Background: an optimization exercise with open tools, aiming at small area. Do not read the settings as production practice.
Function was checked by simulation only, so behaviour that the tests miss may differ from the original.

==> flow/design.v <==
module ddr4_fine_sweep #(
  parameter int LANES        = 16,
  parameter int DELAY_TAPS   = 64,
  parameter int COARSE_STEPS = 8,
  parameter int SPAN         = 32,
  parameter int SAMPLES      = 4,
  parameter int SETTLE       = 2,
  parameter int MIN_WIDTH    = 6,
  parameter int TIMEOUT      = 256
) (
  input  logic                                        clk,
  input  logic                                        rst,
  input  logic                                        fine_start,
  input  logic [$clog2(COARSE_STEPS)-1:0]             coarse_sel,
  input  logic [LANES-1:0]                            read_ok,
  input  logic                                        read_valid,
  output logic [$clog2(DELAY_TAPS)-1:0]               delay_tap,
  output logic                                        read_req,
  output logic                                        busy,
  output logic                                        fine_done,
  output logic                                        fine_failed,
  output logic [LANES-1:0]                            lane_valid,
  output logic [LANES*$clog2(DELAY_TAPS)-1:0]         best_start,
  output logic [LANES*$clog2(DELAY_TAPS)-1:0]         best_end,
  output logic [LANES*$clog2(DELAY_TAPS+1)-1:0]       best_width
);
  localparam int TAPW = $clog2(DELAY_TAPS);
  localparam int WW   = $clog2(DELAY_TAPS + 1);
  localparam int RW   = $clog2(SPAN + 1);       
  localparam logic [3:0] S_IDLE   = 4'd0;
  localparam logic [3:0] S_SETTLE = 4'd1;
  localparam logic [3:0] S_EVAL   = 4'd2;
  localparam logic [3:0] S_FINISH = 4'd3;
  localparam logic [3:0] S_REPORT = 4'd4;
  localparam logic [3:0] S_DONE   = 4'd6;   
  localparam logic [3:0] S_FAIL   = 4'd7;   
  logic [3:0]      r_state;
  logic [TAPW-1:0] r_tap;
  logic [1:0]      r_blk;     
  logic [7:0]      r_to;      
  logic [LANES-1:0] r_fail;    
  logic [RW-2:0]    r_rm [LANES];
  logic [LANES-1:0] r_nz;      
  logic [RW-2:0]    r_bm [LANES];   
  logic [TAPW-1:0]  r_be [LANES];   
  wire st_idle   = (r_state == S_IDLE) | (r_state == S_DONE) | (r_state == S_FAIL);
  wire st_settle = (r_state == S_SETTLE);
  wire st_rwait  = r_state[3] & r_state[0];
  wire st_eval   = (r_state == S_EVAL);
  wire st_finish = (r_state == S_FINISH);
  wire st_report = (r_state == S_REPORT);
  wire w_start   = st_idle & fine_start;
  wire w_acc     = st_rwait & read_valid;
  wire w_tmo     = st_rwait & ~read_valid & (&r_to);
  wire w_last    = (&r_tap[2:0]) & ((&r_tap[5:3]) | (&r_blk));
  wire [TAPW-1:0] w_end = r_tap - {{(TAPW-1){1'b0}}, st_eval};
  logic [LANES-1:0] w_wide;
  for (genvar g = 0; g < LANES; g++) begin : g_wide
    assign w_wide[g] = r_nz[g] & (r_bm[g] >= (RW-1)'(MIN_WIDTH - 1));
  end
  always_ff @(posedge clk or posedge rst) begin
    if (rst) begin
      r_state  <= S_IDLE;
      r_tap    <= '0;
    end else begin
      case (r_state)
        S_IDLE, S_DONE, S_FAIL: begin
          if (fine_start) begin
            r_tap   <= {coarse_sel, 3'b000};
            r_state <= S_SETTLE;
          end else begin
            r_state <= S_IDLE;
          end
        end
        S_SETTLE: if (r_to[0]) r_state <= 4'b1000;
        S_EVAL: begin
          if (w_last) r_state <= S_FINISH;
          else begin
            r_tap   <= r_tap + 1'b1;
            r_state <= S_SETTLE;
          end
        end
        S_FINISH: r_state <= S_REPORT;
        S_REPORT: r_state <= (&w_wide) ? S_DONE : S_FAIL;
        default: begin
          if (~r_state[0])      r_state <= r_state | 4'b0001;
          else if (read_valid)  r_state <= (&r_state[2:1]) ? S_EVAL : {1'b1, r_state[2:1] + 2'd1, 1'b0};
          else if (&r_to)       r_state <= S_FAIL;
        end
      endcase
    end
  end
  always_ff @(posedge clk) begin
    r_to <= (st_settle | st_rwait) ? r_to + 1'b1 : 8'd0;
    r_blk <= ~st_idle ? ((st_eval & ~w_last & (&r_tap[2:0])) ? r_blk + 1'b1 : r_blk) : 2'd0;
  end
  wire w_clr      = w_start | w_tmo;          
  wire w_run_hold = ~st_eval & ~st_idle;       
  for (genvar g = 0; g < LANES; g++) begin : g_lane
    wire          w_pass = st_eval & ~r_fail[g];
    wire          w_open = ~&r_rm[g] | (st_finish & ~r_fail[g]);
    wire          w_gt   = w_open & (~r_nz[g] | (r_rm[g] > r_bm[g]));
    wire          w_upd  = ((st_eval & r_fail[g]) | st_finish) & w_gt;
    wire          w_hold = ~w_upd & ~w_clr;
    wire [RW-1:0] w_bw   = r_bm[g] + 1'b1;
    always_ff @(posedge clk) begin
      r_fail[g] <= ~st_settle & (r_fail[g] | (w_acc & ~read_ok[g]));
      r_rm[g]   <= ({(RW-1){w_pass}} & (r_rm[g] + 1'b1)) | ({(RW-1){w_run_hold}} & r_rm[g])
                 | {(RW-1){~w_pass & ~w_run_hold}};
    end
    always_ff @(posedge clk or posedge rst) begin
      if (rst) begin
        r_nz[g] <= 1'b0;
        r_bm[g] <= '0;
        r_be[g] <= '0;
      end else begin
        r_nz[g] <= w_upd | (w_hold & r_nz[g]);
        r_bm[g] <= ({(RW-1){w_upd}} & r_rm[g]) | ({(RW-1){w_hold}} & r_bm[g]);
        r_be[g] <= ({TAPW{w_upd}} & w_end) | ({TAPW{w_hold}} & r_be[g]);
      end
    end
    assign lane_valid[g]              = (st_idle | st_report) & w_wide[g];
    assign best_width[g*WW +: WW]     = WW'({w_bw[RW-1:1], r_nz[g] & ~r_bm[g][0]});
    assign best_end[g*TAPW +: TAPW]   = r_be[g];
    assign best_start[g*TAPW +: TAPW] = r_be[g] - TAPW'(r_bm[g]);
  end
  assign delay_tap   = r_tap;
  assign read_req    = r_state[3] & ~r_state[0];
  assign busy        = ~st_idle;
  assign fine_done   = (r_state == S_DONE);
  assign fine_failed = (r_state == S_FAIL);
endmodule
==> flow/config.mk <==
export PLATFORM = sky130hd
export DESIGN_NAME = ddr4_fine_sweep
export DESIGN_NICKNAME = ddr4_fine_sweep
export VERILOG_FILES = /design/flow/design.v
export SDC_FILE = /design/flow/constraint.sdc
export NUM_CORES = 4
export LEC_CHECK = 0
export CAP_MARGIN = 20
export CORE_MARGIN = 2
export CORE_UTILIZATION = 40
export SLEW_MARGIN = 20
==> flow/constraint.sdc <==
create_clock -name core_clock -period 5.0 [get_ports {clk}]
set_input_delay 1.0000 -clock core_clock [delete_from_list [all_inputs] [get_ports {clk}]]
set_output_delay 1.0000 -clock core_clock [all_outputs]
set_load 0.01 [all_outputs]
standard.sh (not shown) runs the stock make flow with config.mk's settings and CLKGATE_MAP_FILE= SYNTH_SCRIPT=/design/flow/synth_recipe.tcl, a recipe that flattens the netlist after the stock synthesis.
==> flow/flow/run.sh <==
#!/bin/bash
# Own layout flow: the standard ORFS flow with an area-oriented synthesis mapping, the
# smallest buffer on every port, and no dummy clock-tree loads. Each tool's output is logged.
set -euo pipefail
W=$(pwd)
F=$W/flow
bash standard.sh \
  SYNTH_SCRIPT=$F/synth.tcl \
  FLOW_ABC_SCRIPTS="$F/a1.abc $F/a2.abc $F/a3.abc" \
  BUFFER_PORTS_ARGS="-buffer_cell sky130_fd_sc_hd__buf_1" \
  CTS_ARGS="-sink_clustering_enable -repair_clock_nets -dont_use_dummy_load -buf_list sky130_fd_sc_hd__clkbuf_8 -sink_clustering_size 20 -sink_clustering_max_diameter 50" \
  SKIP_REPAIR_TIE_FANOUT=1 CORE_UTILIZATION=55 PLACE_DENSITY=0.65 \
  finish > $W/flow_make.log 2>&1
cp -r $W/orfs/logs $W/flow_logs 2>/dev/null || true
Other scripts of this flow, unchanged in this note and not shown: flow/flow/a1.abc, flow/flow/a2.abc, flow/flow/a3.abc, flow/flow/synth.tcl
Edit:
--- a/flow/design.v
+++ b/flow/design.v
@@ -37,11 +37,12 @@
   logic [3:0]      r_state;
   logic [TAPW-1:0] r_tap;
   logic [1:0]      r_blk;     
   logic [7:0]      r_to;      
   logic [LANES-1:0] r_fail;    
-  logic [RW-2:0]    r_rm [LANES];
+  logic [LANES-1:0] r_open;    
+  logic [RW-2:0]    r_rm [LANES];   
   logic [LANES-1:0] r_nz;      
   logic [RW-2:0]    r_bm [LANES];   
   logic [TAPW-1:0]  r_be [LANES];   
   wire st_idle   = (r_state == S_IDLE) | (r_state == S_DONE) | (r_state == S_FAIL);
   wire st_settle = (r_state == S_SETTLE);
@@ -96,19 +97,18 @@
   end
   wire w_clr      = w_start | w_tmo;          
   wire w_run_hold = ~st_eval & ~st_idle;       
   for (genvar g = 0; g < LANES; g++) begin : g_lane
     wire          w_pass = st_eval & ~r_fail[g];
-    wire          w_open = ~&r_rm[g] | (st_finish & ~r_fail[g]);
-    wire          w_gt   = w_open & (~r_nz[g] | (r_rm[g] > r_bm[g]));
+    wire          w_gt   = r_open[g] & (~r_nz[g] | (r_rm[g] > r_bm[g]));
     wire          w_upd  = ((st_eval & r_fail[g]) | st_finish) & w_gt;
     wire          w_hold = ~w_upd & ~w_clr;
     wire [RW-1:0] w_bw   = r_bm[g] + 1'b1;
     always_ff @(posedge clk) begin
       r_fail[g] <= ~st_settle & (r_fail[g] | (w_acc & ~read_ok[g]));
-      r_rm[g]   <= ({(RW-1){w_pass}} & (r_rm[g] + 1'b1)) | ({(RW-1){w_run_hold}} & r_rm[g])
-                 | {(RW-1){~w_pass & ~w_run_hold}};
+      r_open[g] <= w_pass | (w_run_hold & r_open[g]);
+      r_rm[g]   <= ({(RW-1){w_pass & r_open[g]}} & (r_rm[g] + 1'b1)) | ({(RW-1){w_run_hold}} & r_rm[g]);
     end
     always_ff @(posedge clk or posedge rst) begin
       if (rst) begin
         r_nz[g] <= 1'b0;
         r_bm[g] <= '0;
- wire length is higher by 2.5%
- sequential cell count went up by 16
- worst setup slack gets better by 0.13 ns
- fmax went up by 3.3%
- via count hardly moves

-- static timing again, ports no longer ideal --
How much do the figures lean on ideal ports? The routed layouts below were timed once more, with nothing changed but the port constraints.
Step 1 assumes that a clkbuf_16 drives the clock port and a buf_2 every other input.
Step 2 moves the port delays by t, midway between the first and last clock arrival at a register: inputs arrive t later, outputs are due t later. That takes back most of the time a late clock gives input paths.
Slacks: no drivers / after step 1 / after step 2; pairs: no drivers / after step 1.
| run | shift t [ns] | setup slack, ns | worst setup path at the end | clock arrival spread, ns | cell pins on the clock port's net |
|---|---|---|---|---|---|
| the first run | 0.619 | 0.838 / 0.793 / 1.328 | register to register | 0.060 / 0.061 | 1 |
| the second run | 0.582 | 0.973 / 0.924 / 1.506 | register to output | 0.056 / 0.056 | 1 |
After both steps every run listed still meets setup and hold.
